Source: an optimization exercise on an open RTL-to-GDS flow (aim: small area, a short achievable clock period and few clock cycles per item). Production flows keep margins and buffers that such runs may drop.
RTL that was checked went through simulation tests only; none was proved equivalent to the original.
The RTL of run 5 was laid out without a check of its function.

==> flow/design.v <==
package fspt_pkg;
	localparam int unsigned TICK_W  = 32;
	localparam int unsigned FRAME_W = 16;
	localparam int unsigned LOSS_W  = 8;
	localparam int unsigned LIMIT_W = TICK_W + LOSS_W;
	localparam logic [LOSS_W-1:0] LOSS_FRAMES_RESET = LOSS_W'(3);
	localparam logic REQ_CAPTURE = 1'b0;
	localparam logic REQ_POLL    = 1'b1;
	typedef struct packed {
		logic              req_type;
		logic [TICK_W-1:0] tick_value;
	} fspt_in_t;
	typedef struct packed {
		logic [FRAME_W-1:0] frame_count;
		logic [TICK_W-1:0]  last_capture;
		logic [TICK_W-1:0]  period_estimate;
		logic               in_sync;
		logic               sync_dropped;
	} fspt_out_t;
endpackage
module frame_sync_period_tracker (
	input  logic                                  clk,
	input  logic                                  arst_n,
	input  logic                                  cfg_we,
	input  logic [fspt_pkg::LOSS_W-1:0]           cfg_wdata,
	input  logic                                  in_valid,
	output logic                                  in_ready,
	input  fspt_pkg::fspt_in_t                    in_item,
	output logic                                  out_valid,
	input  logic                                  out_ready,
	output fspt_pkg::fspt_out_t                   out_item
);
	localparam int unsigned TW = fspt_pkg::TICK_W;
	logic                            h_valid;
	logic                            h_poll;
	logic [TW-1:0]                   h_tick;
	logic [TW-1:0]                   h_iv;       
	logic                            k_valid;
	logic                            k_poll;
	logic [TW-1:0]                   k_tick;
	logic                            out_valid_q;
	logic                            dropped_q;
	logic [fspt_pkg::LOSS_W-1:0]     loss_q;
	logic [fspt_pkg::FRAME_W-1:0]    frame_q;
	logic [TW-1:0]                   prev_q;
	logic [TW-1:0]                   period_q;
	logic                            locked_q;
	logic                            base_q;
	logic [TW:0]                     acc_q;      
	logic [2:0]                      idx_q;      
	logic                            exact_q;
	logic                            accept;
	logic                            slot_free;
	logic                            wait_poll;
	logic                            advance;
	logic                            is_cap;
	logic                            is_poll;
	logic                            h_load;
	assign in_ready  = !k_valid;
	assign accept    = in_valid && !k_valid;
	assign slot_free = !out_valid_q || out_ready;
	assign is_cap    = h_valid && !h_poll && slot_free;
	assign is_poll   = h_valid && h_poll && slot_free && !wait_poll;
	assign advance   = is_cap || is_poll;
	assign h_load    = advance || !h_valid;
	assign out_valid = out_valid_q;
	assign out_item.frame_count     = frame_q;
	assign out_item.last_capture    = prev_q;
	assign out_item.period_estimate = period_q;
	assign out_item.in_sync         = locked_q;
	assign out_item.sync_dropped    = dropped_q;
	logic                            n_poll;
	logic [TW-1:0]                   n_tick;
	logic [TW-1:0]                   n_base;
	logic [TW-1:0]                   n_iv;
	logic                            n_co;
	assign n_poll = k_valid ? k_poll : in_item.req_type;
	assign n_tick = k_valid ? k_tick : in_item.tick_value;
	assign n_base = (h_valid && !h_poll) ? h_tick : prev_q;
	fspt_add #(.W(TW)) u_interval (.a(n_tick), .b(~n_base), .cin(1'b1), .sum(n_iv), .cout(n_co));
	always_ff @(posedge clk or negedge arst_n) begin
		if (!arst_n) begin
			h_valid <= 1'b0;
			k_valid <= 1'b0;
		end else begin
			if (h_load)
				h_valid <= k_valid || accept;
			if (advance)
				k_valid <= 1'b0;
			else if (h_valid && accept)
				k_valid <= 1'b1;
		end
	end
	always_ff @(posedge clk) begin
		if (h_load) begin
			h_poll <= n_poll;
			h_tick <= n_tick;
			h_iv   <= n_iv;
		end
		if (!k_valid) begin
			k_poll <= in_item.req_type;
			k_tick <= in_item.tick_value;
		end
	end
	logic [TW-1:0]                   e_a, e_b, e_c, e_s, e_k;
	logic [TW-1:0]                   ema;
	logic                            ema_co;
	assign e_a = period_q;
	assign e_b = ~(period_q >> 2);
	assign e_c = h_iv >> 2;
	assign e_s = e_a ^ e_b ^ e_c;
	assign e_k = {((e_a & e_b) | (e_a & e_c) | (e_b & e_c)), 1'b0};
	fspt_add #(.W(TW)) u_ema (.a(e_s), .b(e_k), .cin(1'b1), .sum(ema), .cout(ema_co));
	logic [TW-1:0]                   ge_d;
	logic                            ge_co;
	logic                            ge;
	logic                            loss_zero;
	logic                            can_drop;
	logic                            drop_now;
	fspt_add #(.W(TW)) u_ge (.a(h_iv), .b(~acc_q[TW-1:0]), .cin(1'b1), .sum(ge_d), .cout(ge_co));
	assign ge = !acc_q[TW] && ge_co;
	assign loss_zero = loss_q == '0;
	assign can_drop  = locked_q && (period_q != '0);
	assign drop_now  = can_drop && (loss_zero || (ge && exact_q));
	assign wait_poll = h_poll && can_drop && !loss_zero && ge && !exact_q;
	logic [TW-1:0]                   period_d;
	assign period_d = (is_cap && base_q) ? (locked_q ? ema : h_iv) : period_q;
	logic [2:0]                      top;
	logic [2:0]                      top_new;
	logic [2:0]                      top_rs;
	logic                            restart;
	logic [TW-1:0]                   pm;
	logic [TW:0]                     u_lo;
	logic                            u_co;
	logic                            ovf;
	always_comb begin
		top = 3'd0;
		for (int i = 1; i < 8; i++)
			if (loss_q[i]) top = 3'(i);
		top_new = 3'd0;
		for (int i = 1; i < 8; i++)
			if (cfg_wdata[i]) top_new = 3'(i);
	end
	assign restart = (is_cap && base_q) || cfg_we;
	assign top_rs  = cfg_we ? top_new : top;
	assign pm      = period_q & {TW{loss_q[idx_q]}};
	fspt_add #(.W(TW+1)) u_horner (.a({acc_q[TW-1:0], 1'b0}), .b({1'b0, pm}), .cin(1'b0), .sum(u_lo), .cout(u_co));
	assign ovf     = acc_q[TW] || u_co || u_lo[TW];
	always_ff @(posedge clk or negedge arst_n) begin
		if (!arst_n) begin
			idx_q   <= 3'd0;
			exact_q <= 1'b0;
		end else if (restart) begin
			idx_q   <= top_rs - 3'd1;
			exact_q <= top_rs == 3'd0;
		end else if (!exact_q) begin
			idx_q   <= idx_q - 3'd1;
			exact_q <= idx_q == 3'd0;
		end
	end
	always_ff @(posedge clk) begin
		if (restart) begin
			acc_q <= {1'b0, period_d};
		end else if (!exact_q) begin
			acc_q <= {ovf, u_lo[TW-1:0]};
		end
	end
	always_ff @(posedge clk or negedge arst_n) begin
		if (!arst_n) begin
			out_valid_q <= 1'b0;
		end else if (advance) begin
			out_valid_q <= 1'b1;
		end else if (out_ready) begin
			out_valid_q <= 1'b0;
		end
	end
	always_ff @(posedge clk) begin
		if (advance) begin
			dropped_q <= h_poll && drop_now;
		end
	end
	always_ff @(posedge clk or negedge arst_n) begin
		if (!arst_n) begin
			loss_q   <= fspt_pkg::LOSS_FRAMES_RESET;
			frame_q  <= '0;
			prev_q   <= '0;
			period_q <= '0;
			locked_q <= 1'b0;
			base_q   <= 1'b0;
		end else begin
			if (cfg_we) begin
				loss_q <= cfg_wdata;
			end
			period_q <= period_d;
			if (is_cap) begin
				frame_q  <= frame_q + fspt_pkg::FRAME_W'(1);
				prev_q   <= h_tick;
				locked_q <= locked_q || base_q;
				base_q   <= 1'b1;
			end else if (is_poll && drop_now) begin
				locked_q <= 1'b0;
				base_q   <= 1'b0;
			end
		end
	end
endmodule
module fspt_add #(
	parameter int unsigned W = 32
) (
	input  logic [W-1:0] a,
	input  logic [W-1:0] b,
	input  logic         cin,
	output logic [W-1:0] sum,
	output logic         cout
);
	logic [W-1:0] p0, g0, g, p;
	assign p0 = a ^ b;
	assign g0 = a & b;
	always_comb begin
		g = g0;
		p = p0;
		g[0] = g0[0] | (p0[0] & cin);
		for (int l = 0; (1 << l) < W; l++) begin
			for (int j = 0; j < W; j++) begin
				if (((j >> l) & 1) != 0) begin
					g[j] = g[j] | (p[j] & g[((j >> l) << l) - 1]);
					p[j] = p[j] & p[((j >> l) << l) - 1];
				end
			end
		end
	end
	assign sum  = p0 ^ {g[W-2:0], cin};
	assign cout = g[W-1];
endmodule
==> flow/run.sh <==
#!/bin/bash
# synth_recipe.tcl (not shown) runs the flow's synth.tcl, then flattens the netlist and writes it again
# the make line also repeats each setting of config.mk as NAME=value (left out here)
make -C /OpenROAD-flow-scripts/flow DESIGN_CONFIG=/design/flow/config.mk WORK_HOME=/design/flow/orfs CLKGATE_MAP_FILE= SYNTH_SCRIPT=/design/flow/synth_recipe.tcl finish
==> flow/config.mk <==
export PLATFORM = sky130hd
export DESIGN_NAME = frame_sync_period_tracker
export DESIGN_NICKNAME = frame_sync_period_tracker
export VERILOG_FILES = /design/flow/design.v
export SDC_FILE = /design/flow/constraint.sdc
export NUM_CORES = 4
export LEC_CHECK = 0
export ABC_AREA = 1
export CAP_MARGIN = 20
export CORE_MARGIN = 2
export CORE_UTILIZATION = 60
export SETUP_SLACK_MARGIN = 5.0
export SLEW_MARGIN = 20
==> flow/constraint.sdc <==
create_clock -name core_clock -period 8.0 [get_ports {clk}]
set_input_delay 1.6000 -clock core_clock [delete_from_list [all_inputs] [get_ports {clk}]]
set_output_delay 1.6000 -clock core_clock [all_outputs]
set_load 0.01 [all_outputs]
==> results of run 1 <==
[timing repair]
action / CTS / global route
setup endpoints to repair: 297 / 140
setup buffers: 108 / 55
pin swaps: 77 / 120
cloned: 10 / 4
gates resized for setup: 303 / 220
[worst max-delay path by stage]
stage	from	to	slack (ns)
5_1_grt	in_item[0]	h_iv[13]$_DFFE_PP_	4.44
3_3_place_gp	out_ready	idx_q[2]$_DFFE_PN0P_	2.66
2_1_floorplan	in_item[0]	h_iv[17]$_DFFE_PP_	4.06
4_1_cts	in_item[0]	h_iv[17]$_DFFE_PP_	4.63
3_5_place_dp	out_ready	idx_q[2]$_DFFE_PN0P_	2.66
6_report	in_item[0]	h_iv[13]$_DFFE_PP_	4.48
[sequential cells by signal (all words and copies together), names as in the netlist, 3 cells and up]
name      cells
acc_q        33
h_iv         32
h_tick       32
k_tick       32
period_q     32
prev_q       32
frame_q      16
loss_q        8
idx_q         3
[cells by family after synthesis]
logic type,after synthesis,share of synthesized area [%]
compound gates,307,10.5
xor+xnor,44,2.52
fa+ha+maj,169,15.7
buf+inv,385,9.55
flops,229,38.8
mux,1,0.0641
simple gates,852,22.9
[area by class of cell]
type                       instances  area (um2)
inverter                         335        1300
fill                            1597        4590
tap                              335         419
timing repair inverter             1        7.51
sequential                       229        6080
multi-input combinational       1382        9700
timing repair buffer             303        2860
clock inverter                    10        76.3
clock buffer                      38         800
[layer usage]
metal | up-vias | global-route usage [%]
met2 | 928 | 56.3
met4 | 0 | 12.7
met1 | 7140 | 44.5
li1 | 6957 | -
met5 | - | 0
met3 | 207 | 5.12
[layout by cell type (no fill, tap or decap), types with 26 or more instances in the layout]
| cell type | n |
|---|---|
| ha_4 | 26 |
| nor2_1 | 117 |
| inv_1 | 278 |
| clkdlybuf4s50_1 | 32 |
| a21oi_2 | 30 |
| dfxtp_1 | 34 |
| clkbuf_16 | 29 |
| dfrtp_1 | 76 |
| o21ai_0 | 70 |
| dlygate4sd2_1 | 84 |
| inv_2 | 46 |
| nand3_1 | 69 |
| nand2_2 | 51 |
| nand2_4 | 28 |
| edfxtp_1 | 98 |
| o21ai_1 | 34 |
| fa_1 | 34 |
| a21oi_1 | 111 |
| ha_1 | 92 |
| nand3_2 | 27 |
| nand2_1 | 467 |
| buf_4 | 139 |
[critical path, stage by stage]
cell and delay [ns]:
buf_6 0.10, o21ai_4 0.13, ha_2 0.20, inv_2 0.05
fa_2 0.35, inv_2 0.09, nor2_2 0.04, a211oi_2 0.25
o21ai_2 0.12, nand2_2 0.09, nand2_4 0.08, buf_6 0.14
buf_6 0.14, nand3_1 0.13, nand2_2 0.09, xor2_1 0.16
[per-stage QoR]
stage	utilization [%]	cell area (um2)
floorplan	-	15800
global placement	67.1	17300
detailed placement	67.1	17300
CTS	77.3	20000
global route	82.2	21200
finish	82.2	21200
==> results.py, run 1 <==
metrics = {
    "outcome": {
        "status": "no timing/DRC/antenna violations",
    },
    "worst_setup_path": {
        "critical_path_required_ns": 8.28,
        "path_class": "in2reg",
        "cp_max_fo": 6,
        "arrival_ns": 3.80,
        "crit_path_start_kind": "input pin",
        "rrSetupSlack_ns": 4.52,
        "r2r_start": "idx_q[0]$_DFFE_PN0P_",
        "setup.worst_path.end_class": "flip-flop",
        "r2r_cells": 22,
        "timing.rr.end": "acc_q[23]$_DFFE_PP_",
    },
    "clocking": {
        "cts_tree": "built",
        "clock_path_buffers": 3,
        "cts_root_buf": "clkbuf_16",
        "cts_buffers": 26,
        "clkLatencyLatePin_ns": 0.56,
        "clk_pin_slew_ns": 0.06,
        "cts_sinks": 229,
        "holdBufCountCts": 0,
        "htreeDepth": 1,
    },
    "timing": {
        "fin_worst_skew_ns": 0.0244,
        "finalCritPeriodShare_pct": 44.0,
        "max_freq_mhz": 284,
        "fin_ws_ns": 4.48,
        "holdWs_ns": 0.480,
        "slew_violations": 0,
        "rsz0062_at_grt": "yes",
        "setup_viol": 0,
        "finalSetupTns_ns": 0,
        "relSlewSlack_pct": 34.3,
        "final-hold-violation-count": 0,
        "fin_crit_ns": 3.52,
        "tightestPinTransition_ns": 0.986,
    },
    "drt": {
        "vias": 15200,
        "drt_pass1_iterations": 7,
        "drc": 0,
        "top_layer": "met4",
        "wl_per_cell_um": 19.2,
        "ant_nets": 0,
        "viasPerCell": 5.79,
        "drt-met1-wl_um": 19500,
        "route.met3.wl_um": 4800,
        "drt_iter0_drc": 1392,
        "met2_length_um": 23700,
        "totalWireLength_um": 50500,
    },
    "floorplan": {
        "die_w_um": 165,
        "io_pins": 130,
        "initial_core_util_pct": 60.5,
        "die_h_um": 165,
        "rows": 59,
        "dieArea_mm2": 0.0273,
        "core_area_mm2": 0.0258,
    },
    "global_route": {
        "grt_pass1_vias": 14200,
        "grt_max_degree": 67,
        "antenna_found_initial": 0,
        "grt_pass1_wl_um": 71900,
        "grt.total_usage_pct": 33.7,
        "grt.overflow.total": 0,
    },
    "place": {
        "gp_congestion": 0.859,
        "dp_cells": 2408,
        "portBuffers": 129,
        "dpl_worst_slack_ns": 2.66,
        "dp_hpwl_um": 28200,
    },
    "logic_synthesis": {
        "synth_top_area_share_pct": 18.8,
        "synth-seq-cells": 229,
        "synth_common_cells": "nand2_1 (528), inv_1 (331), a21oi_1 (149)",
        "ys_seq_area_share_pct": 38.8,
        "yosysTopAreaCell": "edfxtp_1",
        "yosys_warnings": 3,
        "synth_edf_count": 98,
        "yosys-top-cells-area": "edfxtp_1 (19%), dfrtp_1 (15%), nand2_1 (13%), ha_1 (10%), inv_1 (8.0%)",
        "avgSynthCellArea_um2": 7.86,
        "synth_nets": 2202,
        "async_reset_ff_share_pct": 42.4,
        "ys.flop_type": "edfxtp_1",
        "ys_types": 55,
        "yosysMostFrequentCell": "nand2_1",
        "syn_area_mm2": 0.0156,
        "synthCells": 1987,
    },
    "layout": {
        "num_antenna_cells": 0,
        "drive_gt1_share_pct": 25.8,
        "area_growth_pct": 36.0,
        "fin_cells": 2633,
        "nets": 2493,
    },
    "worst_hold_path": {
        "hold-path-endpoint": "frame_q[15]$_DFFE_PN0P_",
        "hold_start": "frame_q[15]$_DFFE_PN0P_",
        "holdPathStages": 1,
        "hp-class": "reg2reg",
    },
    "job": {
        "drv_cap": 0,
    },
}
Testbench counts, summed over its fixed seeds: cycles 24,139, items 24,000.
==> run 2, diff against run 1 <==
--- a/flow/config.mk
+++ b/flow/config.mk
@@ -9,5 +9,5 @@
 export CAP_MARGIN = 20
 export CORE_MARGIN = 2
 export CORE_UTILIZATION = 60
-export SETUP_SLACK_MARGIN = 5.0
+export SETUP_SLACK_MARGIN = 4.75
 export SLEW_MARGIN = 20
==> run 2 against run 1 <==
  * Critical path depth down 1
  * Clock skew shrank 0.0036 ns
  * Still clean on timing, DRC and antenna
  * Critical path type unchanged
==> results.py, run 2 <==
metrics = {
    "logic_synthesis": {
        "ys_types": 55,
        "yosys-top-cells-area": "edfxtp_1 (19%), dfrtp_1 (15%), nand2_1 (13%), ha_1 (10%), inv_1 (8.0%)",
        "yosysTopAreaCell": "edfxtp_1",
        "synth_nets": 2202,
        "ys_seq_area_share_pct": 38.8,
        "synth_common_cells": "nand2_1 (528), inv_1 (331), a21oi_1 (149)",
        "avgSynthCellArea_um2": 7.86,
        "synthCells": 1987,
        "async_reset_ff_share_pct": 42.4,
        "synth_edf_count": 98,
        "syn_area_mm2": 0.0156,
        "synth_top_area_share_pct": 18.8,
        "synth-seq-cells": 229,
        "yosys_warnings": 3,
        "ys.flop_type": "edfxtp_1",
        "yosysMostFrequentCell": "nand2_1",
    },
    "timing": {
        "rsz0062_at_grt": "yes",
        "final-hold-violation-count": 0,
        "finalSetupTns_ns": 0,
        "slew_violations": 0,
        "holdWs_ns": 0.450,
        "setup_viol": 0,
        "relSlewSlack_pct": 51.9,
        "fin_worst_skew_ns": 0.0208,
        "fin_crit_ns": 3.49,
        "finalCritPeriodShare_pct": 43.6,
        "tightestPinTransition_ns": 0.721,
        "max_freq_mhz": 287,
    },
    "floorplan": {
        "initial_core_util_pct": 60.5,
        "die_h_um": 165,
        "core_area_mm2": 0.0258,
        "io_pins": 130,
        "die_w_um": 165,
        "dieArea_mm2": 0.0273,
        "rows": 59,
    },
    "worst_setup_path": {
        "critical_path_required_ns": 8.27,
        "timing.rr.end": "h_iv[17]$_DFFE_PP_",
        "rrSetupSlack_ns": 4.62,
        "cp_cell_sequence": "buf_8, o21ai_4, ha_2, inv_2, fa_2, inv_2, nor2_2, a211oi_2, o21ai_2, nand2_2, nand2_4, nand3_4, nand2_8, fa_2, xor2_2",
        "r2r_cells": 15,
        "worstSetupStartpoint": "in_item[0]",
        "r2r_start": "h_valid$_DFFE_PN0P_",
        "crit_path_max_incr_delay_ns": 0.36,
        "cp-endpoint": "h_iv[17]$_DFFE_PP_",
        "cp_slowest_cell": "fa_2",
        "cp.depth": 15,
        "crit_path_start_kind": "input pin",
        "setup.worst_path.end_class": "flip-flop",
        "cp_max_fo": 3,
        "arrival_ns": 3.76,
        "path_class": "in2reg",
        "critical_path.top_delay_family": "adder cells",
        "path_buf_inv": 3,
    },
    "clocking": {
        "clock_path_buffers": 3,
        "htreeDepth": 1,
        "holdBufCountCts": 0,
        "cts_sinks": 229,
        "clk_pin_slew_ns": 0.06,
        "cts_tree": "built",
        "cts_root_buf": "clkbuf_16",
        "clkLatencyLatePin_ns": 0.53,
        "cts_buffers": 25,
    },
    "drt": {
        "wl_per_cell_um": 17.3,
        "drt_pass1_iterations": 6,
        "vias": 14300,
        "drt_iter0_drc": 1327,
        "viasPerCell": 5.53,
        "totalWireLength_um": 44800,
        "ant_nets": 0,
        "drc": 0,
    },
    "global_route": {
        "grt_pass1_wl_um": 65900,
        "met1_usage_pct": 44.1,
        "grt.total_usage_pct": 30.4,
        "top_usage_layer": "met2",
        "grtUsageMet2_pct": 47.6,
        "grtUsageMet3_pct": 5.29,
        "grt.overflow.total": 0,
        "grt_max_degree": 63,
        "antenna_found_initial": 0,
        "grt_pass1_vias": 13100,
    },
    "place": {
        "portBuffers": 129,
        "gp_congestion": 0.879,
        "dp_cells": 2410,
        "dp_hpwl_um": 27700,
    },
    "worst_hold_path": {
        "hp-class": "reg2reg",
    },
    "layout": {
        "fin_cells": 2591,
        "drive_gt1_share_pct": 19.3,
        "area_growth_pct": 31.2,
        "regMostFlops": "acc_q",
        "seq_area_mm2": 0.00607,
        "nets": 2452,
        "num_antenna_cells": 0,
        "largest_reg_flops": 33,
        "multiInputGateArea_mm2": 0.00920,
        "final_cell_mix": "nand2_1 (498), inv_1 (308), nor2_1 (124)",
        "filler_cell_count": 1722,
        "final_common_cell": "nand2_1",
    },
    "outcome": {
        "status": "no timing/DRC/antenna violations",
    },
    "job": {
        "drv_cap": 0,
    },
}
-- run 2: cell counts after synthesis --
Identical to the previous run, type by type.
-- run 2: cell type report --
type                       count  area share, %
multi-input combinational   1377           44.9
sequential                   229           29.6
timing repair buffer         268           13.1
inverter                     335           6.26
clock buffer                  29           3.12
tap                          335           2.04
clock inverter                17          0.983
timing repair inverter         1         0.0366
-- run 2: how the worst min path moves through the flow --
stage | from | endpoint | slack (ns) | cells after the start
detailed placement | k_poll$_DFF_P_ | k_poll$_DFF_P_ | 0.43 | 2
global placement | k_poll$_DFF_P_ | k_poll$_DFF_P_ | 0.43 | 2
finish | k_poll$_DFF_P_ | k_poll$_DFF_P_ | 0.45 | 2
CTS | k_poll$_DFF_P_ | k_poll$_DFF_P_ | 0.45 | 2
global route | frame_q[15]$_DFFE_PN0P_ | frame_q[15]$_DFFE_PN0P_ | 0.51 | 1
floorplan | k_poll$_DFF_P_ | k_poll$_DFF_P_ | 0.42 | 2
-- run 2: repair_timing --
action / 4_1_cts / 5_1_grt
buffers inserted: 54 / 69
endpoints found under the setup margin: 168 / 157
gates cloned: 7 / 5
resized for setup: 145 / 171
pin swaps: 53 / 80
-- run 2: logic make-up (layout without fill, tap and decap cells) --
| logic type | Yosys count | in the layout | share of synthesized area (%) |
|---|---|---|---|
| simple gates | 852 | 856 | 22.9 |
| buf+inv | 385 | 650 | 9.55 |
| compound gates | 307 | 307 | 10.5 |
| flops | 229 | 229 | 38.8 |
| fa+ha+maj | 169 | 169 | 15.7 |
| xor+xnor | 44 | 44 | 2.52 |
| mux | 1 | 1 | 0.0641 |
-- run 2: tightest hold or removal path, cell delays in order (launching register included) --
cell and delay (ns):
dfxtp_1 0.30, nand2_1 0.04, nand2_1 0.07
-- run 2: per-layer routing --
layer | routed length, um | vias to the layer above
met5 | 0 | -
met3 | 3800 | 87
met1 | 19300 | 6708
met2 | 20500 | 657
li1 | - | 6877
met4 | 1220 | 0
-- run 2: stage by stage --
step | utilization (%) | cell area (um2) | setup WS [ns]
after floorplan | - | 15700 | 4.06
after global placement | 66.6 | 17200 | 3.08
after detailed placement | 66.6 | 17200 | 2.98
after CTS | 74.2 | 19200 | 4.62
after global routing | 79.3 | 20500 | 4.41
final | 79.3 | 20500 | 4.51
==> run 3, diff against run 2 <==
--- a/flow/config.mk
+++ b/flow/config.mk
@@ -8,6 +8,6 @@
 export ABC_AREA = 1
 export CAP_MARGIN = 20
 export CORE_MARGIN = 2
-export CORE_UTILIZATION = 60
-export SETUP_SLACK_MARGIN = 4.75
+export CORE_UTILIZATION = 70
+export SETUP_SLACK_MARGIN = 4.5
 export SLEW_MARGIN = 20
==> run 3 against run 2 <==
  * Count of clock-buffer cells in the layout rose by 5
  * Synthesized cell count did not move
  * Critical path depth fell by 1
  * Cell count fell by 4.9%
  * Clock skew rose by 0.014 ns
  * Still clean
  * Critical path type unchanged
  * Highest routed layer unchanged
==> results.py, run 3 <==
metrics = {
    "outcome": {
        "status": "no timing/DRC/antenna violations",
    },
    "logic_synthesis": {
        "ys_seq_area_share_pct": 38.8,
        "yosys_warnings": 3,
        "synth_nets": 2202,
        "async_reset_ff_share_pct": 42.4,
        "ys_types": 55,
        "syn_area_mm2": 0.0156,
        "avgSynthCellArea_um2": 7.86,
        "ys.flop_type": "edfxtp_1",
        "yosysTopAreaCell": "edfxtp_1",
        "synthCells": 1987,
        "synth_top_area_share_pct": 18.8,
        "synth_common_cells": "nand2_1 (528), inv_1 (331), a21oi_1 (149)",
        "synth_edf_count": 98,
        "synth-seq-cells": 229,
        "yosys-top-cells-area": "edfxtp_1 (19%), dfrtp_1 (15%), nand2_1 (13%), ha_1 (10%), inv_1 (8.0%)",
        "yosysMostFrequentCell": "nand2_1",
    },
    "clocking": {
        "clkLatencyLatePin_ns": 0.56,
        "holdBufCountCts": 0,
        "clk_pin_slew_ns": 0.07,
        "cts_root_buf": "clkbuf_16",
        "clock_path_buffers": 3,
        "cts_sinks": 229,
        "cts_buffers": 25,
        "htreeDepth": 1,
        "cts_tree": "built",
    },
    "layout": {
        "final_cell_mix": "nand2_1 (507), inv_1 (315), nor2_1 (138)",
        "filler_cell_count": 1180,
        "area_growth_pct": 22.0,
        "fin_cells": 2463,
        "nets": 2378,
        "largest_reg_flops": 33,
        "regMostFlops": "acc_q",
        "final_common_cell": "nand2_1",
        "drive_gt1_share_pct": 12.0,
    },
    "global_route": {
        "grt_pass1_vias": 13800,
        "antenna_found_initial": 1,
        "grt_pass1_wl_um": 67000,
        "grt_max_degree": 66,
        "grt.overflow.total": 0,
        "grt.total_usage_pct": 34.9,
    },
    "place": {
        "gp_congestion": 0.890,
        "portBuffers": 129,
        "dp_hpwl_um": 28500,
        "dp_cells": 2357,
    },
    "timing": {
        "finalSetupTns_ns": 0,
        "slew_violations": 0,
        "tightestPinTransition_ns": 0.717,
        "holdWs_ns": 0.490,
        "max_freq_mhz": 273,
        "rsz0062_at_grt": "yes",
        "final-hold-violation-count": 0,
        "setup_viol": 0,
        "finalCritPeriodShare_pct": 45.8,
        "fin_worst_skew_ns": 0.0345,
        "relSlewSlack_pct": 52.2,
        "fin_crit_ns": 3.67,
    },
    "drt": {
        "drt_pass1_iterations": 6,
        "drc": 0,
        "drt_iter0_drc": 1651,
        "wl_per_cell_um": 18.6,
        "viasPerCell": 5.93,
        "vias": 14600,
        "ant_nets": 0,
        "totalWireLength_um": 45700,
    },
    "floorplan": {
        "core_area_mm2": 0.0219,
        "dieArea_mm2": 0.0235,
        "rows": 54,
        "io_pins": 130,
        "initial_core_util_pct": 71.4,
        "die_w_um": 153,
        "die_h_um": 153,
    },
    "worst_setup_path": {
        "arrival_ns": 4.00,
        "cp_max_fo": 3,
        "critical_path_required_ns": 8.34,
        "cp_slowest_cell": "fa_1",
        "setup.worst_path.end_class": "flip-flop",
        "crit_path_max_incr_delay_ns": 0.43,
        "path_class": "in2reg",
        "cp_cell_sequence": "clkdlybuf4s50_1, nand2_1, nand2_2, ha_4, nand2_4, nor2_4, a211oi_2, o21ai_2, nand2_2, nand2_4, buf_6, inv_1, fa_1, xnor2_1",
        "path_buf_inv": 3,
        "crit_path_start_kind": "input pin",
        "critical_path.top_delay_family": "adder cells",
    },
    "job": {
        "drv_cap": 0,
    },
    "worst_hold_path": {
        "hp-class": "reg2reg",
    },
}
==> run 3: cell counts after synthesis <==
Identical to the previous run, type by type.
==> run 3: per-stage QoR <==
step	utilization, %	setup WS [ns]	instance area, um2
after floorplan	-	4.06	15600
after global placement	78.3	3.51	17100
after detailed placement	78.3	3.45	17100
after CTS	83.7	4.50	18300
after global routing	87.0	4.28	19100
final	87.0	4.33	19100
==> run 3: path summary, 6_finish.rpt <==
check                                       start                endpoint  slack, ns  cells after the start
max                                    in_item[3]       h_iv[9]$_DFFE_PP_       4.33                     14
min                        acc_q[32]$_SDFFE_PN0N_  acc_q[32]$_SDFFE_PN0N_       0.49                      2
max reg2reg                   k_valid$_DFFE_PN0P_      h_iv[31]$_DFFE_PP_       4.49                     21
min reg2reg                acc_q[32]$_SDFFE_PN0N_  acc_q[32]$_SDFFE_PN0N_       0.49                      2
max in group asynchronous                  arst_n     k_valid$_DFFE_PN0P_       5.72                      2
min in group asynchronous                  arst_n   prev_q[3]$_DFFE_PN0P_       1.07                      1
==> run 3: routing by layer <==
layer	share of wire, %	up-vias	global-route usage (%)
li1	-	6720	-
met1	38	6820	47.9
met2	47	904	56.7
met3	10	168	6.04
met4	4.0	0	11.7
met5	0	-	0
==> run 3: cell type report <==
type	count	area (um2)	area share, %
sequential	229	6060	31.8
inverter	335	1260	6.62
clock buffer	34	679	3.57
clock inverter	12	174	0.913
antenna	1	2.50	0.0131
timing repair buffer	198	1920	10.1
tap	280	350	1.84
multi-input combinational	1374	8600	45.2
==> run 3: cells by family (layout without fill, tap and decap cells) <==
group	after synthesis	count (layout)	synth area share (%)
AND/OR/NAND/NOR	852	853	22.9
buffers and inverters	385	579	9.55
AO/OA/AOI/OAI	307	307	10.5
flip-flops	229	229	38.8
adder cells (fa/ha/maj)	169	169	15.7
XOR/XNOR	44	44	2.52
multiplexers	1	1	0.0641
other	0	1	0
==> run 3: worst reg2reg max path, delay by kind of cell (launching register included) <==
| kind | cells | cell delay [ns] |
|---|---|---|
| buffers and inverters | 6 | 0.77 |
| AOI/OAI and AO/OA | 3 | 0.44 |
| and+or+nand+nor | 10 | 1.03 |
| DFF | 1 | 0.42 |
| adders and majority gates | 2 | 0.57 |
==> run 3: timing repair <==
item / CTS / global route
setup buffers: 17 / 40
pin swaps: 13 / 46
endpoints found under the setup margin: 122 / 72
cloned: 1 / 1
hold endpoints to repair: 0 / 0
gates resized for setup: 45 / 107
==> run 4, diff against run 3 <==
--- a/flow/config.mk
+++ b/flow/config.mk
@@ -8,6 +8,6 @@
 export ABC_AREA = 1
 export CAP_MARGIN = 20
 export CORE_MARGIN = 2
-export CORE_UTILIZATION = 70
+export CORE_UTILIZATION = 50
 export SETUP_SLACK_MARGIN = 4.5
 export SLEW_MARGIN = 20
==> run 4 against run 3 <==
  * Largest cell class unchanged
  * Maximum frequency is 5.6% higher
  * Register-to-register slack better by 0.10 ns
  * Area after synthesis stayed put
  * Setup slack improved by 0.19 ns
  * Critical endpoint is now h_iv[17]$_DFFE_PP_
  * Routed wire length is 11% lower
  * Still clean on timing, DRC and antenna
==> results.py, run 4 <==
metrics = {
    "drt": {
        "viasPerCell": 5.14,
        "drt_pass1_iterations": 5,
        "vias": 13200,
        "wl_per_cell_um": 15.8,
        "drc": 0,
        "totalWireLength_um": 40600,
        "drt_iter0_drc": 793,
        "ant_nets": 0,
    },
    "logic_synthesis": {
        "async_reset_ff_share_pct": 42.4,
        "synth-seq-cells": 229,
        "ys_seq_area_share_pct": 38.8,
        "syn_area_mm2": 0.0156,
        "synth_top_area_share_pct": 18.8,
        "synthCells": 1987,
        "synth_edf_count": 98,
        "synth_nets": 2202,
        "ys_types": 55,
        "yosysTopAreaCell": "edfxtp_1",
        "ys.flop_type": "edfxtp_1",
        "synth_common_cells": "nand2_1 (528), inv_1 (331), a21oi_1 (149)",
        "yosys-top-cells-area": "edfxtp_1 (19%), dfrtp_1 (15%), nand2_1 (13%), ha_1 (10%), inv_1 (8.0%)",
        "yosysMostFrequentCell": "nand2_1",
        "yosys_warnings": 3,
        "avgSynthCellArea_um2": 7.86,
    },
    "timing": {
        "final-hold-violation-count": 0,
        "finalSetupTns_ns": 0,
        "finalCritPeriodShare_pct": 43.4,
        "max_freq_mhz": 288,
        "rsz0062_at_grt": "yes",
        "tightestPinTransition_ns": 0.880,
        "setup_viol": 0,
        "fin_crit_ns": 3.47,
        "slew_violations": 0,
        "fin_worst_skew_ns": 0.0167,
        "holdWs_ns": 0.459,
        "relSlewSlack_pct": 41.3,
    },
    "worst_setup_path": {
        "setup.worst_path.end_class": "flip-flop",
        "timing.rr.end": "h_iv[17]$_DFFE_PP_",
        "rrSetupSlack_ns": 4.59,
        "r2r_start": "h_poll$_DFFE_PP_",
        "r2r_cells": 17,
        "cp-endpoint": "h_iv[17]$_DFFE_PP_",
        "critical_path_required_ns": 8.28,
        "arrival_ns": 3.75,
        "path_class": "in2reg",
        "crit_path_start_kind": "input pin",
        "worstSetupStartpoint": "in_item[12]",
        "cp_max_fo": 3,
    },
    "floorplan": {
        "io_pins": 130,
        "core_area_mm2": 0.0307,
        "die_w_um": 181,
        "die_h_um": 181,
        "rows": 64,
        "dieArea_mm2": 0.0327,
        "initial_core_util_pct": 50.9,
    },
    "outcome": {
        "status": "no timing/DRC/antenna violations",
    },
    "layout": {
        "num_antenna_cells": 0,
        "drive_gt1_share_pct": 11.1,
        "nets": 2370,
        "filler_cell_count": 2689,
        "area_growth_pct": 22.4,
        "regMostFlops": "acc_q",
        "final_cell_mix": "nand2_1 (511), inv_1 (315), nor2_1 (143)",
        "largest_reg_flops": 33,
        "final_common_cell": "nand2_1",
        "final_core_util_pct": 62.3,
    },
    "worst_hold_path": {
        "hp-class": "reg2reg",
    },
    "clocking": {
        "htreeDepth": 1,
        "cts_buffers": 26,
        "clkLatencyLatePin_ns": 0.53,
        "cts_root_buf": "clkbuf_16",
        "cts_tree": "built",
        "clock_path_buffers": 3,
        "clk_pin_slew_ns": 0.06,
        "cts_sinks": 229,
    },
    "global_route": {
        "antenna_found_initial": 0,
        "grt.overflow.total": 0,
        "grt_pass1_wl_um": 64700,
        "grt.total_usage_pct": 24.3,
        "grt_pass1_vias": 12500,
        "grt_max_degree": 65,
    },
    "place": {
        "dp_hpwl_um": 28300,
        "gp_congestion": 0.867,
        "portBuffers": 129,
    },
    "job": {
        "drv_cap": 0,
    },
}
run 4: routing by layer:
layer / routed length, um / track usage (%) / vias to the layer above
li1: - / - / 6707
met1: 19600 / 35.7 / 6153
met2: 18000 / 38.5 / 316
met3: 2460 / 4.03 / 38
met4: 527 / 3.84 / 0
met5: 0 / 0 / -
run 4: worst min path at each step:
stage	cells past startpoint	start	end	slack [ns]
global placement	2	k_poll$_DFF_P_	k_poll$_DFF_P_	0.45
finish	2	k_poll$_DFF_P_	k_poll$_DFF_P_	0.46
CTS	2	k_poll$_DFF_P_	k_poll$_DFF_P_	0.46
global route	2	k_poll$_DFF_P_	k_poll$_DFF_P_	0.48
floorplan	2	k_poll$_DFF_P_	k_poll$_DFF_P_	0.42
detailed placement	2	k_poll$_DFF_P_	k_poll$_DFF_P_	0.44
run 4: per-stage QoR:
step	area, um2	worst slack [ns]	cells
after floorplan	15600	4.06	1987
after detailed placement	17300	3.26	2473
after CTS	18500	4.46	2537
after global routing	19100	4.43	2571
after global placement	17300	3.29	2473
final	19100	4.53	2571
run 4: final cells by class:
type	instances	area [um2]	area share [%]
multi-input combinational	1374	8520	44.6
sequential	229	6070	31.7
timing repair buffer	189	1890	9.89
inverter	335	1260	6.59
clock buffer	42	825	4.31
tap	396	495	2.59
clock inverter	6	58.8	0.308
run 4: critical path: stages:
cell and delay [ns]:
clkdlybuf4s50_1 0.39, nand2_1 0.06, nand2_1 0.12, ha_4 0.20, a21oi_2 0.15, inv_2 0.05
a21oi_2 0.14, inv_2 0.07, a221oi_4 0.35, nand2_8 0.10, fa_2 0.37, xor2_1 0.14
run 4: repair_timing:
action                     4_1_cts  5_1_grt
buffers inserted                14       32
gates cloned                     2        2
resized for setup               37      102
hold buffers                     0        0
setup endpoints to repair      157       99
pin swaps                        8       45
run 4: kinds of logic (layout without fill, tap and decap cells):
family,count (synthesis),in the layout,share of synthesized area [%]
simple gates,852,853,22.9
compound gates,307,307,10.5
xor+xnor,44,44,2.52
flops,229,229,38.8
mux,1,1,0.0641
fa+ha+maj,169,169,15.7
buf+inv,385,572,9.55
==> run 5, diff against run 4 <==
--- a/flow/design.v
+++ b/flow/design.v
@@ -48,6 +48,7 @@
 	logic                            base_q;
 	logic [TW:0]                     acc_q;      
 	logic [2:0]                      idx_q;      
+	logic                            lbit_q;     
 	logic                            exact_q;
 	logic                            accept;
 	logic                            slot_free;
@@ -77,7 +78,7 @@
 	assign n_poll = k_valid ? k_poll : in_item.req_type;
 	assign n_tick = k_valid ? k_tick : in_item.tick_value;
 	assign n_base = (h_valid && !h_poll) ? h_tick : prev_q;
-	fspt_add #(.W(TW)) u_interval (.a(n_tick), .b(~n_base), .cin(1'b1), .sum(n_iv), .cout(n_co));
+	assign {n_co, n_iv} = {1'b0, n_tick} + {1'b0, ~n_base} + (TW+1)'(1);
 	always_ff @(posedge clk or negedge arst_n) begin
 		if (!arst_n) begin
 			h_valid <= 1'b0;
@@ -143,19 +144,25 @@
 	end
 	assign restart = (is_cap && base_q) || cfg_we;
 	assign top_rs  = cfg_we ? top_new : top;
-	assign pm      = period_q & {TW{loss_q[idx_q]}};
+	assign pm      = period_q & {TW{lbit_q}};
 	fspt_add #(.W(TW+1)) u_horner (.a({acc_q[TW-1:0], 1'b0}), .b({1'b0, pm}), .cin(1'b0), .sum(u_lo), .cout(u_co));
 	assign ovf     = acc_q[TW] || u_co || u_lo[TW];
+	logic [2:0]                      idx_d;
+	logic [fspt_pkg::LOSS_W-1:0]     loss_d;
+	assign loss_d = cfg_we ? cfg_wdata : loss_q;
+	assign idx_d  = restart ? (top_rs - 3'd1) : (!exact_q ? (idx_q - 3'd1) : idx_q);
 	always_ff @(posedge clk or negedge arst_n) begin
 		if (!arst_n) begin
 			idx_q   <= 3'd0;
+			lbit_q  <= 1'b0;
 			exact_q <= 1'b0;
-		end else if (restart) begin
-			idx_q   <= top_rs - 3'd1;
-			exact_q <= top_rs == 3'd0;
-		end else if (!exact_q) begin
-			idx_q   <= idx_q - 3'd1;
-			exact_q <= idx_q == 3'd0;
+		end else begin
+			idx_q  <= idx_d;
+			lbit_q <= loss_d[idx_d];
+			if (restart)
+				exact_q <= top_rs == 3'd0;
+			else if (!exact_q)
+				exact_q <= idx_q == 3'd0;
 		end
 	end
 	always_ff @(posedge clk) begin
==> flow/flow/run.sh (new file) <==
#!/bin/bash
# The standard layout (standard.sh: ORFS synthesis through finish), with
# one change: the buffers that ORFS puts on every input and output port are
# made from the plain sky130_fd_sc_hd__buf_1 cell instead of the delay-buffer
# cell buffer_ports picks by default. Timing repair may still resize them.
# ORFS's own per-step logs are kept under orfs/logs; the make output goes to
# standard.log in this folder.
set -euo pipefail
export BUFFER_PORTS_ARGS="-buffer_cell sky130_fd_sc_hd__buf_1"
bash standard.sh > standard.log 2>&1
==> flow/standard.sh (new file) <==
#!/bin/bash
# synth_recipe.tcl (not shown) runs the flow's synth.tcl, then flattens the netlist and writes it again
# the make line also repeats each setting of config.mk as NAME=value (left out here)
make -C /OpenROAD-flow-scripts/flow DESIGN_CONFIG=/design/flow/config.mk WORK_HOME=/design/flow/orfs CLKGATE_MAP_FILE= SYNTH_SCRIPT=/design/flow/synth_recipe.tcl "${@:-finish}"
--- a/flow/config.mk
+++ b/flow/config.mk
@@ -8,6 +8,8 @@
 export ABC_AREA = 1
 export CAP_MARGIN = 20
 export CORE_MARGIN = 2
-export CORE_UTILIZATION = 50
+export CORE_UTILIZATION = 60
+export CTS_CLUSTER_DIAMETER = 150
+export CTS_CLUSTER_SIZE = 15
 export SETUP_SLACK_MARGIN = 4.5
 export SLEW_MARGIN = 20
removed: flow/run.sh
==> run 5 against run 4 <==
  * Still clean
  * Cell count fell by 0.86%
  * Count of clock-buffer cells in the layout fell by 10
  * Critical path depth did not move
  * Flip-flop and latch count rose by 1
  * Area after synthesis rose by 2.2%
  * Clock skew rose by 0.0070 ns
  * Synthesized cell count rose by 4.1%
  * First-iteration DRC count rose by 27%
==> results.py, run 5 <==
metrics = {
    "outcome": {
        "status": "no timing/DRC/antenna violations",
    },
    "layout": {
        "regMostFlops": "acc_q",
        "drive_gt1_share_pct": 4.83,
        "filler_cell_count": 2292,
        "seq_area_mm2": 0.00609,
        "largest_reg_flops": 33,
        "area_growth_pct": 10.7,
        "final_core_util_pct": 67.8,
        "nets": 2417,
        "final_common_cell": "nand2_1",
        "multiInputGateArea_mm2": 0.00854,
        "final_cell_mix": "nand2_1 (603), inv_1 (355), o21ai_0 (132)",
        "num_antenna_cells": 0,
        "fin_cells": 2549,
    },
    "clocking": {
        "cts_sinks": 230,
        "clkLatencyLatePin_ns": 0.51,
        "cts_tree": "built",
        "clk_pin_slew_ns": 0.07,
        "cts_buffers": 19,
        "cts_root_buf": "clkbuf_16",
        "htreeDepth": 1,
        "clock_path_buffers": 3,
    },
    "drt": {
        "wl_per_cell_um": 15.8,
        "vias": 13700,
        "drc": 0,
        "viasPerCell": 5.39,
        "totalWireLength_um": 40400,
        "drt_pass1_iterations": 6,
        "drt_iter0_drc": 1010,
        "ant_nets": 0,
    },
    "logic_synthesis": {
        "synthXorXnorAreaFrac_pct": 2.96,
        "synthMuxAreaShare_pct": 0.329,
        "synth-simple-area-share_pct": 22.2,
        "synth_compound_area_share_pct": 11.5,
        "ys_seq_area_share_pct": 38.1,
        "avgSynthCellArea_um2": 7.72,
        "yosysTopAreaCell": "edfxtp_1",
        "async_reset_ff_share_pct": 42.6,
        "synth_common_cells": "nand2_1 (608), inv_1 (357), o21ai_0 (139)",
        "synth_top_family_by_area": "simple AND/OR/NAND/NOR gates",
        "yosys_warnings": 3,
        "synth-seq-cells": 230,
        "ys.flop_type": "edfxtp_1",
        "synth_top_area_share_pct": 18.4,
        "synth_fa_ha_area_share_pct": 15.1,
        "yosysMostFrequentCell": "nand2_1",
        "yosys-top-cells-area": "edfxtp_1 (18%), dfrtp_1 (15%), nand2_1 (14%), ha_1 (10%), inv_1 (8.4%)",
        "ys_types": 48,
        "synthCells": 2068,
        "syn_area_mm2": 0.0160,
        "synth_nets": 2283,
        "synth_edf_count": 98,
    },
    "worst_setup_path": {
        "r2r_start": "period_q[3]$_DFF_PN0_",
        "path_class": "in2reg",
        "crit_path_start_kind": "input pin",
        "arrival_ns": 3.59,
        "timing.rr.end": "acc_q[17]$_DFFE_PP_",
        "cp_max_fo": 4,
        "setup.worst_path.end_class": "flip-flop",
        "critical_path_required_ns": 8.23,
        "r2r_cells": 18,
        "rrSetupSlack_ns": 4.65,
    },
    "timing": {
        "max_freq_mhz": 298,
        "fin_crit_ns": 3.35,
        "fin_worst_skew_ns": 0.0237,
        "final-hold-violation-count": 0,
        "tightestPinTransition_ns": 0.934,
        "rsz0062_at_grt": "yes",
        "finalCritPeriodShare_pct": 41.9,
        "slew_violations": 0,
        "relSlewSlack_pct": 37.7,
        "finalSetupTns_ns": 0,
        "setup_viol": 0,
    },
    "global_route": {
        "grt_pass1_wl_um": 66700,
        "grt.overflow.total": 0,
        "grt_max_degree": 67,
        "grt_pass1_vias": 13500,
        "antenna_found_initial": 0,
        "grt.total_usage_pct": 29.1,
    },
    "worst_hold_path": {
        "hp-class": "reg2reg",
        "hold-path-endpoint": "frame_q[15]$_DFFE_PN0P_",
        "hold_start": "frame_q[15]$_DFFE_PN0P_",
        "holdPathStages": 1,
    },
    "place": {
        "portBuffers": 129,
        "dp_cells": 2489,
        "dp_hpwl_um": 29400,
        "gp_congestion": 0.908,
    },
    "floorplan": {
        "initial_core_util_pct": 61.2,
        "io_pins": 130,
        "core_area_mm2": 0.0261,
        "rows": 59,
        "die_w_um": 167,
        "die_h_um": 167,
        "dieArea_mm2": 0.0279,
    },
    "job": {
        "drv_cap": 0,
    },
}
## run 5: cell types whose count changed in the layout (fill, tap and decap cells not counted), moves of 12 or more
cell | previous run | this run
a21oi_1 | 137 | 115
inv_2 | 17 | 2
buf_4 | 48 | 24
clkdlybuf4s50_1 | 120 | 0
buf_1 | 0 | 127
inv_1 | 315 | 355
nand2_2 | 28 | 3
nor2_1 | 143 | 109
clkbuf_16 | 31 | 19
o21ai_0 | 103 | 132
nand2_1 | 511 | 603
ha_1 | 113 | 127
## run 5: routing by layer
layer | vias to the layer above | GRT usage (%) | wire length [um]
li1 | 6895 | - | -
met1 | 6405 | 40.7 | 18400
met3 | 46 | 3.61 | 2340
met5 | - | 0 | 0
met4 | 0 | 6.15 | 626
met2 | 382 | 48.9 | 19100
## run 5: cell families (layout without fill, tap and decap cells)
logic type | Yosys count | count (layout)
AND/OR/NAND/NOR | 867 | 872
buffers and inverters | 408 | 549
AO/OA/AOI/OAI | 335 | 335
flip-flops | 230 | 230
adder cells (fa/ha/maj) | 169 | 169
XOR/XNOR | 54 | 54
multiplexers | 5 | 5
## run 5: worst max-delay path: stages
cell,delay [ns]
buf_1,0.07
nand2_1,0.05
nand2_1,0.07
ha_1,0.38
a21oi_1,0.25
o21ai_4,0.11
a21oi_2,0.25
o21bai_2,0.12
a21boi_2,0.24
o21bai_1,0.14
buf_4,0.15
xor2_1,0.15
## run 5: repair_timing
action / in CTS / in global routing
gates resized for setup: 21 / 31
cloned: 4 / 2
buffers inserted: 5 / 16
hold buffers: 0 / 0
endpoints found under the setup margin: 97 / 36
pin swaps: 4 / 9
## run 5: worst max-delay path by stage
stage                      startpoint                   to  slack (ns)  cells past startpoint
2_1_floorplan              in_item[0]   h_iv[24]$_DFFE_PP_        4.50                     11
3_3_place_gp                out_ready  acc_q[26]$_DFFE_PP_        2.26                      8
3_5_place_dp                out_ready  acc_q[25]$_DFFE_PP_        2.22                      8
4_1_cts         period_q[3]$_DFF_PN0_  acc_q[17]$_DFFE_PP_        4.50                     18
5_1_grt        period_q[10]$_DFF_PN0_  acc_q[17]$_DFFE_PP_        4.36                     18
6_report                   in_item[3]   h_iv[20]$_DFFE_PP_        4.65                     12
## run 5: area by class of cell
class                           count  area share [%]
Clock buffer                       32            2.97
Clock inverter                      1          0.0637
Inverter                          360            7.81
Multi-Input combinational cell   1435            48.4
Sequential cell                   230            34.5
Tap cell                          335            2.37
Timing Repair Buffer              155            3.92
Timing Repair inverter              1          0.0425
## run 5: stage by stage
stage | setup slack, ns | hold slack (ns) | instance area (um2)
after detailed placement | 2.22 | 0.465 | 16700
after CTS | 4.50 | 0.475 | 17400
after floorplan | 4.50 | 0.418 | 16000
final | 4.65 | 0.472 | 17700
after global routing | 4.36 | 0.504 | 17700
after global placement | 2.26 | 0.457 | 16700
==> run 6, diff against run 5 <==
--- a/flow/design.v
+++ b/flow/design.v
@@ -78,7 +78,7 @@
 	assign n_poll = k_valid ? k_poll : in_item.req_type;
 	assign n_tick = k_valid ? k_tick : in_item.tick_value;
 	assign n_base = (h_valid && !h_poll) ? h_tick : prev_q;
-	assign {n_co, n_iv} = {1'b0, n_tick} + {1'b0, ~n_base} + (TW+1)'(1);
+	fspt_add #(.W(TW)) u_interval (.a(n_tick), .b(~n_base), .cin(1'b1), .sum(n_iv), .cout(n_co));
 	always_ff @(posedge clk or negedge arst_n) begin
 		if (!arst_n) begin
 			h_valid <= 1'b0;
--- a/flow/config.mk
+++ b/flow/config.mk
@@ -11,5 +11,5 @@
 export CORE_UTILIZATION = 60
 export CTS_CLUSTER_DIAMETER = 150
 export CTS_CLUSTER_SIZE = 15
-export SETUP_SLACK_MARGIN = 4.5
+export SETUP_SLACK_MARGIN = 4.6
 export SLEW_MARGIN = 20
==> run 6 against run 5 <==
  * Cell area shrank 0.40%
  * Critical endpoint is now h_iv[17]$_DFFE_PP_
  * Register-to-register slack improved by 0.03 ns
  * Still clean
==> results.py, run 6 <==
metrics = {
    "outcome": {
        "status": "no timing/DRC/antenna violations",
    },
    "worst_setup_path": {
        "crit_path_start_kind": "input pin",
        "crit_path_max_incr_delay_ns": 0.38,
        "r2r_start": "h_poll$_DFFE_PP_",
        "path_class": "in2reg",
        "cp_max_fo": 3,
        "r2r_cells": 16,
        "cp_slowest_cell": "fa_2",
        "arrival_ns": 3.66,
        "cp.depth": 15,
        "path_buf_inv": 3,
        "setup.worst_path.end_class": "flip-flop",
        "cp_cell_sequence": "buf_6, o21ai_4, ha_2, inv_2, fa_2, inv_2, nor2_2, a211oi_2, o21ai_2, nand2_1, nand2_4, nand3_4, nand2_4, fa_2, xor2_1",
        "timing.rr.end": "h_iv[17]$_DFFE_PP_",
        "critical_path_required_ns": 8.24,
        "rrSetupSlack_ns": 4.68,
        "critical_path.top_delay_family": "adder cells",
    },
    "timing": {
        "final-hold-violation-count": 0,
        "finalCritPeriodShare_pct": 42.7,
        "finalSetupTns_ns": 0,
        "relSlewSlack_pct": 34.2,
        "fin_worst_skew_ns": 0.0189,
        "tightestPinTransition_ns": 0.987,
        "holdWs_ns": 0.450,
        "max_freq_mhz": 293,
        "setup_viol": 0,
        "fin_crit_ns": 3.42,
        "slew_violations": 0,
        "rsz0062_at_grt": "yes",
    },
    "logic_synthesis": {
        "ys_seq_area_share_pct": 38.7,
        "syn_area_mm2": 0.0157,
        "synth-simple-area-share_pct": 22.6,
        "synth_top_area_share_pct": 18.7,
        "synthMuxAreaShare_pct": 0.255,
        "async_reset_ff_share_pct": 42.6,
        "synth-seq-cells": 230,
        "yosys-top-cells-area": "edfxtp_1 (19%), dfrtp_1 (15%), nand2_1 (15%), ha_1 (10%), inv_1 (8.6%)",
        "synth_nets": 2252,
        "synth_fa_ha_area_share_pct": 15.8,
        "ys.flop_type": "edfxtp_1",
        "yosys_warnings": 3,
        "synthCells": 2034,
        "synth_compound_area_share_pct": 9.96,
        "yosysMostFrequentCell": "nand2_1",
        "synth_common_cells": "nand2_1 (618), inv_1 (360), o21ai_0 (133)",
        "synthXorXnorAreaFrac_pct": 2.62,
        "avgSynthCellArea_um2": 7.72,
        "synth_edf_count": 98,
        "synth_top_family_by_area": "simple AND/OR/NAND/NOR gates",
        "yosysTopAreaCell": "edfxtp_1",
        "ys_types": 45,
    },
    "global_route": {
        "grt_pass1_vias": 12800,
        "grt_max_degree": 67,
        "antenna_found_initial": 0,
        "grt.total_usage_pct": 27.4,
        "grt.overflow.total": 0,
        "grt_pass1_wl_um": 62400,
    },
    "floorplan": {
        "dieArea_mm2": 0.0275,
        "initial_core_util_pct": 60.6,
        "die_h_um": 166,
        "io_pins": 130,
        "die_w_um": 166,
        "rows": 59,
        "core_area_mm2": 0.0259,
    },
    "clocking": {
        "clkLatencyLatePin_ns": 0.50,
        "htreeDepth": 1,
        "clk_pin_slew_ns": 0.07,
        "cts_buffers": 19,
        "cts_sinks": 230,
        "cts_tree": "built",
        "cts_root_buf": "clkbuf_16",
        "holdBufCountCts": 0,
        "clock_path_buffers": 3,
    },
    "layout": {
        "largest_reg_flops": 33,
        "regMostFlops": "acc_q",
        "area_growth_pct": 12.0,
        "drive_gt1_share_pct": 7.09,
        "num_antenna_cells": 0,
        "filler_cell_count": 2277,
        "final_cell_mix": "nand2_1 (606), inv_1 (353), buf_1 (126)",
        "nets": 2390,
        "final_core_util_pct": 67.9,
        "final_common_cell": "nand2_1",
    },
    "worst_hold_path": {
        "hp-class": "reg2reg",
        "holdPathStages": 2,
        "hold-path-endpoint": "k_poll$_DFF_P_",
        "hold_start": "k_poll$_DFF_P_",
    },
    "drt": {
        "vias": 13300,
        "ant_nets": 0,
        "viasPerCell": 5.29,
        "totalWireLength_um": 37900,
        "drt_pass1_iterations": 5,
        "drc": 0,
        "drt_iter0_drc": 754,
        "wl_per_cell_um": 15.0,
    },
    "place": {
        "gp_congestion": 0.874,
        "dp_hpwl_um": 27700,
        "portBuffers": 129,
    },
    "job": {
        "drv_cap": 0,
    },
}
## run 6: logic make-up (layout without fill, tap and decap cells)
group                    Yosys count  in the layout
buffers and inverters            415            562
adder cells (fa/ha/maj)          172            172
multiplexers                       4              4
AO/OA/AOI/OAI                    294            294
AND/OR/NAND/NOR                  872            876
flip-flops                       230            230
XOR/XNOR                          47             47
## run 6: timing repair
action,4_1_cts,5_1_grt
gates cloned,2,3
pin swaps,7,11
gates resized for setup,27,66
buffers inserted,8,17
endpoints found under the setup margin,93,102
## run 6: per-stage QoR
stage          cells  area, um2  setup slack, ns
6_report        2520      17600             4.58
5_1_grt         2520      17600             4.52
4_1_cts         2500      17200             4.60
3_5_place_dp    2456      16500             2.70
3_3_place_gp    2456      16500             2.84
2_1_floorplan   2034      15800             4.04
## run 6: routing by layer
metal / track usage [%] / vias up / wire [um]
met2: 43.4 / 386 / 16900
met1: 40.6 / 6168 / 17900
li1: - / 6731 / -
met5: 0 / - / 0
met4: 6.12 / 0 / 639
met3: 3.41 / 37 / 2440
## run 6: worst max path at each step
stage	from	to	slack (ns)
after floorplan	in_item[0]	h_iv[17]$_DFFE_PP_	4.04
after global placement	out_ready	acc_q[24]$_DFFE_PP_	2.84
after detailed placement	out_ready	acc_q[24]$_DFFE_PP_	2.70
after CTS	period_q[1]$_DFF_PN0_	acc_q[9]$_DFFE_PP_	4.60
after global routing	in_item[0]	h_iv[17]$_DFFE_PP_	4.52
final	in_item[0]	h_iv[17]$_DFFE_PP_	4.58
## run 6: layout make-up
class,count,area (um2),area share (%)
Timing Repair Buffer,162,786,4.47
Multi-Input combinational cell,1393,8360,47.5
Clock inverter,2,20.0,0.114
Sequential cell,230,6090,34.6
Tap cell,335,419,2.38
Inverter,366,1390,7.91
Clock buffer,32,524,2.98
## run 6: worst reg2reg max path, stage by stage, from the launching register on
cell and delay (ns):
edfxtp_1 0.60, nor2_8 0.29, inv_2 0.14, o21ai_0 0.18
ha_2 0.21, inv_2 0.04, fa_2 0.32, inv_2 0.07
nor2_2 0.03, a211oi_2 0.22, o21ai_2 0.09, nand2_1 0.10
nand2_4 0.08, nand3_4 0.08, nand2_4 0.08, fa_2 0.38
xor2_1 0.16
Testbench counts of run 6, summed over its fixed seeds: cycles 24,139, items 24,000.
==> run 7, diff against run 6 <==
--- a/flow/config.mk
+++ b/flow/config.mk
@@ -11,5 +11,5 @@
 export CORE_UTILIZATION = 60
 export CTS_CLUSTER_DIAMETER = 150
 export CTS_CLUSTER_SIZE = 15
-export SETUP_SLACK_MARGIN = 4.6
+export SETUP_SLACK_MARGIN = 4.8
 export SLEW_MARGIN = 20
==> run 7 against run 6 <==
  * Register-to-register slack about the same
  * Non-clock buffer count up 45
  * Count of clock-buffer cells in the layout unchanged
  * Highest routed layer unchanged
  * Die area unchanged
  * Area after synthesis unchanged
  * Critical endpoint unchanged
  * Global-route usage up 1.2 points
  * Clock skew up 0.0048 ns
==> results.py, run 7 <==
metrics = {
    "global_route": {
        "antenna_found_initial": 0,
        "grt.total_usage_pct": 28.5,
        "grt_max_degree": 66,
        "grt_pass1_vias": 12800,
        "grt.overflow.total": 0,
        "grt_pass1_wl_um": 64500,
    },
    "layout": {
        "drive_gt1_share_pct": 13.9,
        "largest_reg_flops": 33,
        "regMostFlops": "acc_q",
        "nets": 2437,
        "area_growth_pct": 18.1,
        "final_core_util_pct": 71.6,
        "num_antenna_cells": 0,
        "final_cell_mix": "nand2_1 (556), inv_1 (343), buf_1 (126)",
        "filler_cell_count": 2142,
        "final_common_cell": "nand2_1",
    },
    "floorplan": {
        "io_pins": 130,
        "dieArea_mm2": 0.0275,
        "rows": 59,
        "initial_core_util_pct": 60.6,
        "die_h_um": 166,
        "core_area_mm2": 0.0259,
        "die_w_um": 166,
    },
    "timing": {
        "rsz0062_at_grt": "yes",
        "setup_viol": 0,
        "max_freq_mhz": 289,
        "final-hold-violation-count": 0,
        "finalCritPeriodShare_pct": 43.2,
        "slew_violations": 0,
        "fin_worst_skew_ns": 0.0237,
        "finalSetupTns_ns": 0,
        "tightestPinTransition_ns": 0.742,
        "relSlewSlack_pct": 50.6,
        "fin_crit_ns": 3.46,
    },
    "clocking": {
        "clkLatencyLatePin_ns": 0.51,
        "clock_path_buffers": 3,
        "cts_sinks": 230,
        "cts_tree": "built",
        "cts_root_buf": "clkbuf_16",
        "htreeDepth": 1,
        "clk_pin_slew_ns": 0.07,
        "cts_buffers": 19,
    },
    "logic_synthesis": {
        "synth_common_cells": "nand2_1 (618), inv_1 (360), o21ai_0 (133)",
        "yosys-top-cells-area": "edfxtp_1 (19%), dfrtp_1 (15%), nand2_1 (15%), ha_1 (10%), inv_1 (8.6%)",
        "yosysMostFrequentCell": "nand2_1",
        "synth_compound_area_share_pct": 9.96,
        "synthCells": 2034,
        "synth_edf_count": 98,
        "avgSynthCellArea_um2": 7.72,
        "synth-seq-cells": 230,
        "synthXorXnorAreaFrac_pct": 2.62,
        "synth_top_area_share_pct": 18.7,
        "synthMuxAreaShare_pct": 0.255,
        "synth_nets": 2252,
        "async_reset_ff_share_pct": 42.6,
        "yosysTopAreaCell": "edfxtp_1",
        "ys_types": 45,
        "synth-simple-area-share_pct": 22.6,
        "synth_top_family_by_area": "simple AND/OR/NAND/NOR gates",
        "yosys_warnings": 3,
        "synth_fa_ha_area_share_pct": 15.8,
        "ys_seq_area_share_pct": 38.7,
        "ys.flop_type": "edfxtp_1",
        "syn_area_mm2": 0.0157,
    },
    "drt": {
        "drt_pass1_iterations": 5,
        "viasPerCell": 5.30,
        "wl_per_cell_um": 15.7,
        "drc": 0,
        "ant_nets": 0,
        "totalWireLength_um": 40400,
        "vias": 13600,
        "drt_iter0_drc": 913,
    },
    "job": {
        "drv_cap": 0,
    },
    "place": {
        "gp_congestion": 0.898,
        "portBuffers": 129,
        "dp_hpwl_um": 27600,
    },
    "worst_setup_path": {
        "cp_max_fo": 3,
        "crit_path_start_kind": "input pin",
        "path_class": "in2reg",
        "arrival_ns": 3.70,
        "critical_path_required_ns": 8.24,
        "setup.worst_path.end_class": "flip-flop",
    },
    "outcome": {
        "status": "no timing/DRC/antenna violations",
    },
    "worst_hold_path": {
        "hp-class": "reg2reg",
    },
}
run 7: cell counts after synthesis:
No cell type changed its count.
run 7: layout make-up:
class,count,area (um2),share of cell area (%)
multi-input combinational,1395,8830,47.6
sequential,230,6110,32.9
inverter,366,1390,7.49
timing repair buffer,207,1260,6.81
clock buffer,32,524,2.83
tap,335,419,2.26
clock inverter,2,20.0,0.108
run 7: routing by layer:
| layer | track usage [%] | part of all wire [%] | vias to the layer above |
|---|---|---|---|
| li1 | - | - | 6832 |
| met1 | 42.3 | 47 | 6317 |
| met2 | 44.7 | 44 | 396 |
| met3 | 3.79 | 6.5 | 55 |
| met4 | 7.22 | 2.3 | 0 |
| met5 | 0 | 0 | - |
run 7: kinds of logic (layout without fill, tap and decap cells):
| family | after synthesis | after routing |
|---|---|---|
| multiplexers | 4 | 4 |
| XOR/XNOR | 47 | 47 |
| AND/OR/NAND/NOR | 872 | 878 |
| adder cells (fa/ha/maj) | 172 | 172 |
| buffers and inverters | 415 | 607 |
| flip-flops | 230 | 230 |
| AO/OA/AOI/OAI | 294 | 294 |
run 7: what timing repair did:
action / 4_1_cts / 5_1_grt
pin swaps: 16 / 57
hold buffers: 0 / 0
cloned: 6 / 4
resized for setup: 87 / 167
setup endpoints to repair: 165 / 118
setup buffers: 33 / 35
run 7: final timing paths:
path	startpoint	endpoint	slack (ns)	cells past startpoint
worst max-delay path	in_item[0]	h_iv[17]$_DFFE_PP_	4.54	15
min in group asynchronous	arst_n	prev_q[6]$_DFFE_PN0P_	1.13	1
worst min-delay path	k_poll$_DFF_P_	k_poll$_DFF_P_	0.47	2
worst min register to register	k_poll$_DFF_P_	k_poll$_DFF_P_	0.47	2
worst max register to register	k_valid$_DFFE_PN0P_	h_iv[17]$_DFFE_PP_	4.67	18
max in group asynchronous	arst_n	period_q[21]$_DFF_PN0_	5.62	2
run 7: critical path, stage by stage:
cell	delay, ns
buf_6	0.10
o21ai_4	0.14
ha_2	0.19
inv_2	0.03
fa_2	0.33
inv_2	0.07
nor2_2	0.03
a211oi_2	0.26
o21ai_2	0.10
nand2_2	0.08
nand2_4	0.07
nand3_4	0.09
nand2_8	0.08
fa_2	0.36
xor2_1	0.17
run 7: through the flow:
stage | worst slack (ns) | std cells | hold slack (ns) | cell area (um2)
3_3_place_gp | 3.64 | 2455 | 0.431 | 16500
3_5_place_dp | 3.58 | 2455 | 0.455 | 16500
2_1_floorplan | 4.04 | 2034 | 0.418 | 15800
6_report | 4.54 | 2567 | 0.471 | 18600
5_1_grt | 4.44 | 2567 | 0.495 | 18600
4_1_cts | 4.58 | 2528 | 0.472 | 17700

==> separate check: timing with driven ports <==
No port has a modelled driver above. Below, the same layouts with a new extraction and two added sets of constraints. Step 1, drivers: a clkbuf_16 drives clk and a buf_2 each remaining input, both assumed. Step 2 moves the port delays by t, midway between the first and last clock arrival at a register: inputs arrive t later, outputs are due t later. That takes back most of the time a late clock gives input paths. Slacks: ideal ports / drivers / drivers and shift; pairs: ideal ports / drivers.
run | t (ns) | setup WS [ns] | worst setup path at the end | pins driven straight from the clock port
run 1 | 0.592 | 4.482 / 4.499 / 3.907 | input to register | 1
run 2 | 0.569 | 4.513 / 4.524 / 3.956 | input to register | 1
run 3 | 0.591 | 4.334 / 4.350 / 3.759 | input to register | 1
run 4 | 0.581 | 4.529 / 4.562 / 3.982 | input to register | 1
run 5 | 0.546 | 4.646 / 4.642 / 4.128 | input to register | 1
run 6 | 0.537 | 4.585 / 4.594 / 4.057 | input to register | 1
run 7 | 0.548 | 4.544 / 4.563 / 4.015 | input to register | 1
After both steps setup and hold are still met in every run listed.
